This is an optimization exercise on Yosys and OpenROAD, whose aim is small area, not a production implementation.
In this exercise RTL edits were held to simulation tests only and were not proved equivalent to the original.
Power figures rest on the tool's default switching activity, not on a simulated workload.

**design.v**
```verilog
package icache_pkg;
    localparam int OFFSET_W = 6;
    localparam int INDEX_W  = 6;
    localparam int TAG_W    = 8;
    localparam int TXNID_W  = 4;
    localparam int WAY_NUM  = 2;
    localparam int WAY_W    = $clog2(WAY_NUM);
    localparam int SET_NUM  = 1 << INDEX_W;
    typedef struct packed {
        logic [TAG_W-1:0]    tag;
        logic [INDEX_W-1:0]  index;
        logic [OFFSET_W-1:0] offset;
    } fetch_addr_t;
    typedef struct packed {
        fetch_addr_t        addr;
        logic [TXNID_W-1:0] txnid;
    } fetch_req_t;
    typedef struct packed {
        logic             vld;
        logic [TAG_W-1:0] tag;
    } tag_way_t;
    typedef struct packed {
        tag_way_t way1;
        tag_way_t way0;
    } tag_set_t;
    typedef struct packed {
        logic [TAG_W-1:0]   tag;
        logic [INDEX_W-1:0] index;
    } bank_lookup_t;
    typedef struct packed {
        logic             hit;
        logic [WAY_W-1:0] way;
    } bank_hit_t;
    typedef struct packed {
        logic               vld;
        logic [INDEX_W-1:0] index;
        tag_set_t           tags;
    } refill_slot_t;
    typedef struct packed {
        logic [WAY_NUM-1:0] hit_a;
        logic [WAY_W-1:0]   way_a;
        logic [WAY_NUM-1:0] hit_b;
        logic [WAY_W-1:0]   way_b;
        logic [INDEX_W-1:0] index_a;
        logic [INDEX_W-1:0] index_b;
        logic [TXNID_W-1:0] txnid;
        logic               bypass;
    } lookup_result_t;
    function automatic tag_set_t pick_set(bank_lookup_t look, tag_set_t rd_set,
                                          refill_slot_t slot_a, refill_slot_t slot_b);
        tag_set_t sel;
        sel = rd_set;
        if (slot_b.vld && (slot_b.index == look.index)) begin
            sel = slot_b.tags;
        end
        if (slot_a.vld && (slot_a.index == look.index)) begin
            sel = slot_a.tags;
        end
        pick_set = sel;
    endfunction
endpackage
`timescale 1ns/1ps
module tag_store (
    input  logic                           clk,
    input  logic                           rst_n,
    input  logic                           en,
    input  logic                           wr_en,
    input  logic [icache_pkg::INDEX_W-1:0] addr,
    input  icache_pkg::tag_set_t           wr_set,
    output icache_pkg::tag_set_t           rd_set
);
    logic [icache_pkg::TAG_W-1:0] tag0_mem [icache_pkg::SET_NUM];
    logic [icache_pkg::TAG_W-1:0] tag1_mem [icache_pkg::SET_NUM];
    logic [icache_pkg::SET_NUM-1:0] vld0;
    logic [icache_pkg::SET_NUM-1:0] vld1;
    always_ff @(posedge clk or negedge rst_n) begin
        if (!rst_n) begin
            vld0 <= '0;
            vld1 <= '0;
        end else if (en && wr_en) begin
            vld0[addr] <= wr_set.way0.vld;
            vld1[addr] <= wr_set.way1.vld;
        end
    end
    always_ff @(posedge clk) begin
        if (en) begin
            if (wr_en) begin
                tag0_mem[addr] <= wr_set.way0.tag;
                tag1_mem[addr] <= wr_set.way1.tag;
            end else begin
                rd_set.way0.vld <= vld0[addr];
                rd_set.way0.tag <= tag0_mem[addr];
                rd_set.way1.vld <= vld1[addr];
                rd_set.way1.tag <= tag1_mem[addr];
            end
        end
    end
endmodule
`timescale 1ns/1ps
module tag_compare (
    input  icache_pkg::bank_lookup_t look,
    input  icache_pkg::tag_set_t     rd_set,
    input  icache_pkg::refill_slot_t slot_a,
    input  icache_pkg::refill_slot_t slot_b,
    output icache_pkg::bank_hit_t    hit
);
    icache_pkg::tag_set_t cur_set;
    logic                 match0;
    logic                 match1;
    assign cur_set = icache_pkg::pick_set(look, rd_set, slot_a, slot_b);
    assign match0 = cur_set.way0.vld && (cur_set.way0.tag == look.tag);
    assign match1 = cur_set.way1.vld && (cur_set.way1.tag == look.tag);
    always_comb begin
        hit.hit = match0 | match1;
        hit.way = !match0 && match1;
    end
endmodule
`timescale 1ns/1ps
module lru_table (
    input  logic                     clk,
    input  logic                     rst_n,
    input  logic                     look_vld,
    input  icache_pkg::bank_lookup_t look_a,
    input  icache_pkg::bank_lookup_t look_b,
    input  icache_pkg::tag_set_t     set_a,
    input  icache_pkg::tag_set_t     set_b,
    input  icache_pkg::bank_hit_t    hit_a,
    input  icache_pkg::bank_hit_t    hit_b,
    output logic                     victim_a,
    output logic                     victim_b
);
    logic [icache_pkg::SET_NUM-1:0] lru;
    logic                           next_a;
    logic                           next_b;
    function automatic logic pick_victim(icache_pkg::tag_set_t s, logic lru_bit);
        logic v;
        if (!s.way0.vld) begin
            v = 1'b0;
        end else if (!s.way1.vld) begin
            v = 1'b1;
        end else begin
            v = lru_bit;
        end
        pick_victim = v;
    endfunction
    assign victim_a = pick_victim(set_a, lru[look_a.index]);
    assign victim_b = pick_victim(set_b, lru[look_b.index]);
    assign next_a = hit_a.hit ? ~hit_a.way : ~victim_a;
    assign next_b = hit_b.hit ? ~hit_b.way : ~victim_b;
    always_ff @(posedge clk or negedge rst_n) begin
        if (!rst_n) begin
            lru <= '0;
        end else if (look_vld) begin
            lru[look_b.index] <= next_b;
            lru[look_a.index] <= next_a;
        end
    end
endmodule
`timescale 1ns/1ps
module refill_buffer (
    input  logic                           clk,
    input  logic                           rst_n,
    input  logic                           look_vld,
    input  icache_pkg::bank_lookup_t       look_a,
    input  icache_pkg::bank_lookup_t       look_b,
    input  icache_pkg::tag_set_t           set_a,
    input  icache_pkg::tag_set_t           set_b,
    input  icache_pkg::bank_hit_t          hit_a,
    input  icache_pkg::bank_hit_t          hit_b,
    input  logic                           victim_a,
    input  logic                           victim_b,
    output icache_pkg::refill_slot_t       slot_a,
    output icache_pkg::refill_slot_t       slot_b,
    output logic                           pending,
    output logic                           wr_en,
    output logic [icache_pkg::INDEX_W-1:0] wr_idx,
    output icache_pkg::tag_set_t           wr_set
);
    logic                     load_a;
    logic                     load_b;
    logic                     drain_a;
    logic                     drain_b;
    icache_pkg::refill_slot_t new_a;
    icache_pkg::refill_slot_t new_b;
    function automatic icache_pkg::tag_set_t fill_set(icache_pkg::tag_set_t base,
                                                      logic [icache_pkg::TAG_W-1:0] tag,
                                                      logic victim);
        icache_pkg::tag_set_t s;
        s = base;
        if (victim) begin
            s.way1.vld = 1'b1;
            s.way1.tag = tag;
        end else begin
            s.way0.vld = 1'b1;
            s.way0.tag = tag;
        end
        fill_set = s;
    endfunction
    assign load_a = look_vld && !hit_a.hit;
    assign load_b = look_vld && !hit_b.hit && (look_a != look_b);
    assign new_a.vld   = 1'b1;
    assign new_a.index = look_a.index;
    assign new_a.tags  = fill_set(set_a, look_a.tag, victim_a);
    assign new_b.vld   = 1'b1;
    assign new_b.index = look_b.index;
    assign new_b.tags  = fill_set(set_b, look_b.tag, victim_b);
    assign drain_a = slot_a.vld;
    assign drain_b = slot_b.vld && !slot_a.vld;
    assign pending = slot_a.vld | slot_b.vld;
    assign wr_en   = pending;
    assign wr_idx  = slot_a.vld ? slot_a.index : slot_b.index;
    assign wr_set  = slot_a.vld ? slot_a.tags : slot_b.tags;
    always_ff @(posedge clk or negedge rst_n) begin
        if (!rst_n) begin
            slot_a <= '0;
            slot_b <= '0;
        end else begin
            if (load_a) begin
                slot_a <= new_a;
            end else if (drain_a) begin
                slot_a.vld <= 1'b0;
            end
            if (load_b) begin
                slot_b <= new_b;
            end else if (drain_b) begin
                slot_b.vld <= 1'b0;
            end
        end
    end
endmodule
`timescale 1ns/1ps
module fetch_decode (
    input  logic                           clk,
    input  logic                           rst_n,
    input  logic                           req_vld,
    input  icache_pkg::fetch_req_t         req,
    output logic                           req_rdy,
    input  logic                           wr_en,
    input  logic                           pending,
    output logic                           rd_en,
    output logic [icache_pkg::INDEX_W-1:0] rd_idx_a,
    output logic [icache_pkg::INDEX_W-1:0] rd_idx_b,
    output logic                           look_vld,
    output icache_pkg::bank_lookup_t       look_a,
    output icache_pkg::bank_lookup_t       look_b,
    output logic [icache_pkg::TXNID_W-1:0] look_txnid
);
    logic                     accept;
    logic                     one_line;
    icache_pkg::bank_lookup_t cur_line;
    icache_pkg::bank_lookup_t next_line;
    icache_pkg::bank_lookup_t line_b;
    assign req_rdy = ~(pending | wr_en);
    assign accept  = req_vld & req_rdy;
    assign rd_en   = accept;
    assign one_line = &req.addr.offset;
    assign cur_line.tag   = req.addr.tag;
    assign cur_line.index = req.addr.index;
    assign next_line = cur_line + 1'b1;
    assign line_b    = one_line ? cur_line : next_line;
    assign rd_idx_a = cur_line.index;
    assign rd_idx_b = line_b.index;
    always_ff @(posedge clk or negedge rst_n) begin
        if (!rst_n) begin
            look_vld <= 1'b0;
        end else begin
            look_vld <= accept;
        end
    end
    always_ff @(posedge clk) begin
        if (accept) begin
            look_a     <= cur_line;
            look_b     <= line_b;
            look_txnid <= req.txnid;
        end
    end
endmodule
`timescale 1ns/1ps
module lookup_result (
    input  logic                           clk,
    input  logic                           rst_n,
    input  logic                           look_vld,
    input  icache_pkg::bank_lookup_t       look_a,
    input  icache_pkg::bank_lookup_t       look_b,
    input  logic [icache_pkg::TXNID_W-1:0] look_txnid,
    input  icache_pkg::bank_hit_t          hit_a,
    input  icache_pkg::bank_hit_t          hit_b,
    output logic                           res_vld,
    output icache_pkg::lookup_result_t     res
);
    icache_pkg::lookup_result_t res_d;
    function automatic logic [icache_pkg::WAY_NUM-1:0] way_onehot(icache_pkg::bank_hit_t h);
        logic [icache_pkg::WAY_NUM-1:0] oh;
        oh = '0;
        for (int w = 0; w < icache_pkg::WAY_NUM; w++) begin
            oh[w] = h.hit && (int'(h.way) == w);
        end
        way_onehot = oh;
    endfunction
    always_comb begin
        res_d.hit_a   = way_onehot(hit_a);
        res_d.way_a   = hit_a.way;
        res_d.hit_b   = way_onehot(hit_b);
        res_d.way_b   = hit_b.way;
        res_d.index_a = look_a.index;
        res_d.index_b = look_b.index;
        res_d.txnid   = look_txnid;
        res_d.bypass  = hit_a.hit & hit_b.hit;
    end
    always_ff @(posedge clk or negedge rst_n) begin
        if (!rst_n) begin
            res_vld <= 1'b0;
        end else begin
            res_vld <= look_vld;
        end
    end
    always_ff @(posedge clk) begin
        if (look_vld) begin
            res <= res_d;
        end
    end
endmodule
`timescale 1ns/1ps
module icache_tag_ctrl (
    input  logic                       clk,
    input  logic                       rst_n,
    input  logic                       req_vld,
    input  logic [23:0]                req,
    output logic                       req_rdy,
    output logic                       res_vld,
    output logic [22:0]                res
);
    icache_pkg::fetch_req_t              req_s;
    icache_pkg::lookup_result_t          res_s;
    assign req_s = req;
    assign res   = res_s;
    logic                                rd_en;
    logic [icache_pkg::INDEX_W-1:0]      rd_idx_a;
    logic [icache_pkg::INDEX_W-1:0]      rd_idx_b;
    logic                                look_vld;
    icache_pkg::bank_lookup_t            look_a;
    icache_pkg::bank_lookup_t            look_b;
    logic [icache_pkg::TXNID_W-1:0]      look_txnid;
    logic                                wr_en;
    logic                                pending;
    logic [icache_pkg::INDEX_W-1:0]      wr_idx;
    icache_pkg::tag_set_t                wr_set;
    logic                                mem_en;
    logic [icache_pkg::INDEX_W-1:0]      addr_a;
    logic [icache_pkg::INDEX_W-1:0]      addr_b;
    icache_pkg::tag_set_t                rd_set_a;
    icache_pkg::tag_set_t                rd_set_b;
    icache_pkg::tag_set_t                set_a;
    icache_pkg::tag_set_t                set_b;
    icache_pkg::refill_slot_t            slot_a;
    icache_pkg::refill_slot_t            slot_b;
    icache_pkg::bank_hit_t               hit_a;
    icache_pkg::bank_hit_t               hit_b;
    icache_pkg::bank_hit_t               dest_a;
    icache_pkg::bank_hit_t               dest_b;
    logic                                victim_a;
    logic                                victim_b;
    assign mem_en = rd_en | wr_en;
    assign addr_a = wr_en ? wr_idx : rd_idx_a;
    assign addr_b = wr_en ? wr_idx : rd_idx_b;
    assign set_a = icache_pkg::pick_set(look_a, rd_set_a, slot_a, slot_b);
    assign set_b = icache_pkg::pick_set(look_b, rd_set_b, slot_a, slot_b);
    assign dest_a.hit = hit_a.hit;
    assign dest_a.way = hit_a.hit ? hit_a.way : victim_a;
    assign dest_b.hit = hit_b.hit;
    assign dest_b.way = hit_b.hit ? hit_b.way : victim_b;
    fetch_decode fetch_decode_inst (
        .clk(clk), .rst_n(rst_n), .req_vld(req_vld), .req(req_s), .req_rdy(req_rdy),
        .wr_en(wr_en), .pending(pending), .rd_en(rd_en),
        .rd_idx_a(rd_idx_a), .rd_idx_b(rd_idx_b), .look_vld(look_vld),
        .look_a(look_a), .look_b(look_b), .look_txnid(look_txnid)
    );
    tag_store bank_a_store (
        .clk(clk), .rst_n(rst_n), .en(mem_en), .wr_en(wr_en), .addr(addr_a),
        .wr_set(wr_set), .rd_set(rd_set_a)
    );
    tag_store bank_b_store (
        .clk(clk), .rst_n(rst_n), .en(mem_en), .wr_en(wr_en), .addr(addr_b),
        .wr_set(wr_set), .rd_set(rd_set_b)
    );
    tag_compare cmp_a (
        .look(look_a), .rd_set(rd_set_a), .slot_a(slot_a), .slot_b(slot_b), .hit(hit_a)
    );
    tag_compare cmp_b (
        .look(look_b), .rd_set(rd_set_b), .slot_a(slot_a), .slot_b(slot_b), .hit(hit_b)
    );
    lru_table lru_table_inst (
        .clk(clk), .rst_n(rst_n), .look_vld(look_vld), .look_a(look_a), .look_b(look_b),
        .set_a(set_a), .set_b(set_b), .hit_a(hit_a), .hit_b(hit_b),
        .victim_a(victim_a), .victim_b(victim_b)
    );
    refill_buffer refill_buffer_inst (
        .clk(clk), .rst_n(rst_n), .look_vld(look_vld), .look_a(look_a), .look_b(look_b),
        .set_a(set_a), .set_b(set_b), .hit_a(hit_a), .hit_b(hit_b),
        .victim_a(victim_a), .victim_b(victim_b), .slot_a(slot_a), .slot_b(slot_b),
        .pending(pending), .wr_en(wr_en), .wr_idx(wr_idx), .wr_set(wr_set)
    );
    lookup_result lookup_result_inst (
        .clk(clk), .rst_n(rst_n), .look_vld(look_vld), .look_a(look_a), .look_b(look_b),
        .look_txnid(look_txnid), .hit_a(dest_a), .hit_b(dest_b),
        .res_vld(res_vld), .res(res_s)
    );
endmodule
```
**run.sh**
```bash
#!/bin/bash
# synth_recipe.tcl (not shown) runs the flow's synth.tcl, then flattens the netlist and writes it again
# the make line also repeats each setting of config.mk as NAME=value (left out here)
make -C /OpenROAD-flow-scripts/flow DESIGN_CONFIG=/design/flow/config.mk WORK_HOME=/design/flow/orfs CLKGATE_MAP_FILE= SYNTH_SCRIPT=/design/flow/synth_recipe.tcl finish
```
**config.mk**
```make
export PLATFORM = sky130hd
export DESIGN_NAME = icache_tag_ctrl
export DESIGN_NICKNAME = icache_tag_ctrl
export VERILOG_FILES = /design/flow/design.v
export SDC_FILE = /design/flow/constraint.sdc
export NUM_CORES = 4
export LEC_CHECK = 0
export CAP_MARGIN = 20
export CORE_MARGIN = 2
export CORE_UTILIZATION = 40
export PLACE_DENSITY = 0.6
export SLEW_MARGIN = 20
```
**constraint.sdc**
```tcl
create_clock -name core_clock -period 5.5 [get_ports {clk}]
set_input_delay 1.1000 -clock core_clock [delete_from_list [all_inputs] [get_ports {clk}]]
set_output_delay 1.1000 -clock core_clock [all_outputs]
set_load 0.01 [all_outputs]
```
==> notes.md <==
- The simple-gate portion of the synthesized area is 0.07059.
- By area, the combinational part of the netlist is dominated by compound AO/OA/AOI/OAI gates.
- In the synthesized netlist the async set-or-reset flop fraction comes to 0.1481.
- The HPWL reported at the end of detailed placement is 228.2 mm.
- The kind of end point of the critical path is a flop.
- Row generation in the floorplan step produced roughly 190 rows.
- The maximum clock frequency is ~0.20 GHz.
- The worst hold slack is ~0.22 ns.
- The internal portion of the total power is ~44 mW.
- The share of the cycle needed by the critical path after routing is 0.9235.
- The all-layer global routing usage is 0.2703.
- After detailed routing, the number of remaining DRC violations is 0.
- The cell accounting for the most synthesized area is edfxtp_1.
- The initial utilization of the core area, before any placement, comes to 0.4016.
- The power per cell area is 615.7 nW/µm².
- The cell count after synthesis came out at around 7000.
- The signal on the critical path passes through clkdlybuf4s50_1 > ha_1 > o21ai_0 > xnor2_1 > a21bo_4 > buf_12 > buf_4 > mux2_2 > a221o_1 > o21ai_0 > a21oi_1 > nor4_1 > nand3_1.
- The most used flip-flop cell after synthesis is edfxtp_1.
- The signal arrival time at the worst endpoint is roughly 5.7 ns.
- The part of the total power dissipated in the clock network is 0.238.
- The detailed-route vias per instance is about 6.3.
- The die footprint is around 260000 µm².
- The core outline area is between 200000 and 300000 µm².
- For this block, the initial DRC count from the detailed router was around 10000.
- The path class of the lowest-slack min-delay path is in2async.
- The net load switching power is about 30 mW.
- The number of hold-slack violations in the final timing report is 0.
- The normalized max-slew margin is 0.2163.
- The number of primary I/O pins is between 50 and 60.
- The port buffer count is approximately 50.
- The clock passes through at most 4 buffers.
- In this run the vertical extent of the chip is roughly 500 µm.
- For the worst-skew pair, the clock arrives at the later sink with an insertion delay of between 0.9 and 1 ns.
- The number of setup buffers added after CTS is 0.
- Of the post-synthesis cell area, the dominant cell type holds 0.6304.
- The total number of vias is around 70000.
- The wire length of the first global-routing pass is about 500 mm.
- The number of pins exceeding their max-slew limit in the final report is 0.
- Setup violations remaining at the end of the flow were counted as 0.
- The run finished with no timing, DRC or antenna violations.
- The TritonCTS clock tree is done.
- The mean area per synthesized cell is 14.37 µm².
- The net count after synthesis is 7132.
- In this run the horizontal extent of the chip is 508.7 µm.
- The top fanout value on the critical path is 30.
- The netlist area before placement is between 100000 and 150000 µm².
- The total clock sinks is ~2500.
- The total of warnings raised by yosys is 7.
- Of the cells placed in the final design, the portion with a size suffix greater than 1 is 0.1750.
- The number of flops mapped to enable cells by yosys is between 2000 and 2500.
- The global route total overflow is 0.
- The area growth from synthesis to layout is 17.22%.
- The post-synthesis share of cell area spent on xor and xnor gates is 0.008166.
- The largest net degree at the start of global routing is between 100 and 150.
- The initial antenna violation count is 9.
- In this design, the critical path's most frequently occurring cell is o21ai_0.
- For this run, the share of the core covered by cells in the final layout is 0.4708.
- The clock period minus worst slack is slightly above 5 ns.
- The longest individual stage delay on the worst path is roughly 0.84 ns.
- Hold repair after CTS inserted 0 buffers.
- The combinational cell fraction of total power is 0.391.
- The clock tree root buffer cell is clkbuf_16.
- The slowest stage of the critical path belongs to the cell nor4_1.
- The mux share of post-synthesis cell area is 0.03222.
- Yosys mapped the design onto between 80 and 90 distinct sky130hd cell types.
- The setup path with the least slack is of type in2reg.
- The maximum vdd ir drop is between 300 and 400 µV.
- The H-tree generated during clock tree synthesis spans 5 levels.
- The routability congestion estimate is 0.9615.
- Of the total synthesized cell area, the portion taken by full adders, half adders and majority gates is 0.002088.
- Sorting the synthesized cells by area gives the leading types as edfxtp_1, dfrtp_1, a22oi_1, nand2_1, mux2_2.
- The data required time of the worst path is between 6 and 7 ns.
- The number of global-route vias before repair is between 60000 and 70000.
- In this run, synthesis produced a sequential element count of about 2500.
- Setup repair after global routing left no endpoint under its margin.
- The count of nets left with antenna violations after detail routing is 0.
- The number of iterations in the first detailed-routing pass is 7.
- The worst setup path is launched from an input pin.
- The total clock buffers created by CTS is 279.
- The reported max-cap violation count is 0.
- The fraction of the mapped netlist area in compound gates is 0.1461.
- For the pin with the worst max-slew slack, the measured transition is roughly 1.2 ns.
- The total wire length after detailed routing is ~360 mm.
- At the end of the flow, the number of nets in the layout was about 7600.
- The post-cts sizing count is 0.
- The share of total power dissipated in sequential elements is 0.371.
- Of the total power, the share spent switching nets is 0.3976.
- The sequential share of the synthesized area is 0.7218.
- The post-route clock skew is 0.07253 ns.
- The leakage power is ~40 nW.
- The clock-pin slew on the worst setup and hold paths is 0.06 ns.
- The filler cells instantiated in the layout total approximately 22000.
- The detail-routed net length per standard cell is 32.05 µm.
[flip-flops by register name, indices dropped and copies added, names as in the netlist]
signal                        cells
bank_a_store.rd_set              18
bank_a_store.tag0_mem           512
bank_a_store.tag1_mem           512
bank_a_store.vld0                64
bank_a_store.vld1                64
bank_b_store.rd_set              18
bank_b_store.tag0_mem           512
bank_b_store.tag1_mem           512
bank_b_store.vld0                64
bank_b_store.vld1                64
fetch_decode_inst.look_a         14
fetch_decode_inst.look_b         14
fetch_decode_inst.look_txnid      4
fetch_decode_inst.look_vld        1
lookup_result_inst.res           23
lookup_result_inst.res_vld        1
lru_table_inst.lru               64
refill_buffer_inst.slot_a        25
refill_buffer_inst.slot_b        25
[through the flow]
stage,total power [mW],TNS [ns],instance area [µm²],setup WS [ns],cells
final,73.54,0,119400,0.4209,11120
after global routing,75.63,0,119400,0.2190,11120
after CTS,73.02,0,119400,0.4574,11110
after detailed placement,55.63,-0.5739,111100,-0.4791,10650
after global placement,55.24,-0.7636,111000,-0.5345,10640
after floorplan,40.87,0,101900,0.07509,7088
[worst paths after layout]
check	from	endpoint	slack, ns	cells after the start
hold reg to reg	fetch_decode_inst.look_txnid[0]	lookup_result_inst.res[1]	0.42	0
setup reg to reg	fetch_decode_inst.look_b[2]	lru_table_inst.lru[24]	0.42	10
max in group asynchronous	rst_n	bank_a_store.vld1[49]	3.81	2
hold / removal	rst_n	lru_table_inst.lru[48]	0.22	1
setup / recovery	req[10]	bank_b_store.rd_set[16]	0.42	13
min in group core_clock	fetch_decode_inst.look_txnid[0]	lookup_result_inst.res[1]	0.42	0
[logic make-up (layout without fill, tap and decap cells)]
| logic type | after synthesis | after routing |
|---|---|---|
| and+or+nand+nor | 1642 | 1642 |
| DFF | 2511 | 2511 |
| xor gates and xnor gates | 95 | 95 |
| adders and majority gates | 17 | 17 |
| muxes | 262 | 262 |
| other | 0 | 8 |
| buffers and inverters | 503 | 1163 |
| AOI/OAI and AO/OA | 2058 | 2058 |
[area by class of cell]
class | instances | area [µm²] | share of cell area
inverter | 23 | 98.84 | 0.0008276
antenna | 8 | 20.02 | 0.0001676
multi-input combinational | 4074 | 27110 | 0.2270
timing repair buffer | 676 | 6158 | 0.05156
clock buffer | 356 | 7518 | 0.06295
tap | 3366 | 4212 | 0.03526
sequential | 2511 | 73550 | 0.6158
clock inverter | 108 | 773.2 | 0.006474
[critical path, delay by kind of cell]
| family | cells | cell delay [ns] |
|---|---|---|
| XOR/XNOR | 1 | 0.54 |
| buffers and inverters | 3 | 1.07 |
| adder cells (fa/ha/maj) | 1 | 0.23 |
| multiplexers | 1 | 0.34 |
| AO/OA/AOI/OAI | 5 | 1.22 |
| AND/OR/NAND/NOR | 2 | 1.13 |
[power groups by stage]
stage                     clock [mW]  combinational [mW]  sequential (mW)
final                           17.5                28.8             27.3
after global routing            18.4                29.8             27.4
after CTS                       17.7                28.1             27.2
after detailed placement           0                28.0             27.6
after global placement             0                27.7             27.6
after floorplan                    0                13.9             27.0
[placed cells by master (no fill, tap or decap), drive strengths merged, types with 25 or more instances in the layout]
master and n:
a22oi 581, nand2b 25, clkinv 95, a31oi 97, o21ai 233, mux2 148
buf 625, xnor2 67, dfrtp 372, a21oi 313, a221o 37, a41oi 74
nand4 78, o22ai 42, a22o 183, edfxtp 2139, nand2 751, clkdlybuf4s50 50
nand3 158, xor2 28, o2bb2ai 117, mux4 38, mux2i 76, inv 25
a221oi 134, a211oi 64, nor2 365, clkbuf 357, nor3 143
[metal layers]
layer	wire length (µm)	GRT usage
met5	38	0
met3	37130	0.05140
met1	142600	0.3808
met2	161700	0.4146
met4	14970	0.1044
[Yosys cell counts, drive strengths merged, types with 28 or more instances]
master and instances:
nand3 158, nand4 78, a211oi 64, o21ai 233
edfxtp 2139, xnor2 67, nor2 365, buf 157
nor3 143, a221oi 134, dfrtp 372, a22o 183
o2bb2ai 117, a22oi 581, xor2 28, mux2 148
nand2 751, o22ai 42, a221o 37, a31oi 97
mux4 38, clkbuf 323, a21oi 313, a41oi 74
mux2i 76

-- static timing again, ports no longer ideal --
The results above use ideal ports. As a check the final layout listed here was re-extracted and re-timed, cells and wires unchanged. Step 1, drivers: a clkbuf_16 drives clk and a buf_2 each remaining input, both assumed. Step 2 times the ports against the registers' clock, not the clock port: input delays grow and output delays shrink by t, the midpoint of the rising clock arrivals with the driver on. a / b / c = no drivers / after step 1 / after step 2; a / b = the first two.
t (ns): 1.023
slack for setup (ns): 0.421 / 0.422 / -0.533
hold slack, ns: 0.219 / 0.174 / 0.417
latest minus earliest clock arrival (ns): 0.078 / 0.078
With both steps, setup timing fails in this run, where it was met with ideal ports. The setup slack of this run moves by +0.001 ns with the drivers and by -0.954 ns with both steps.
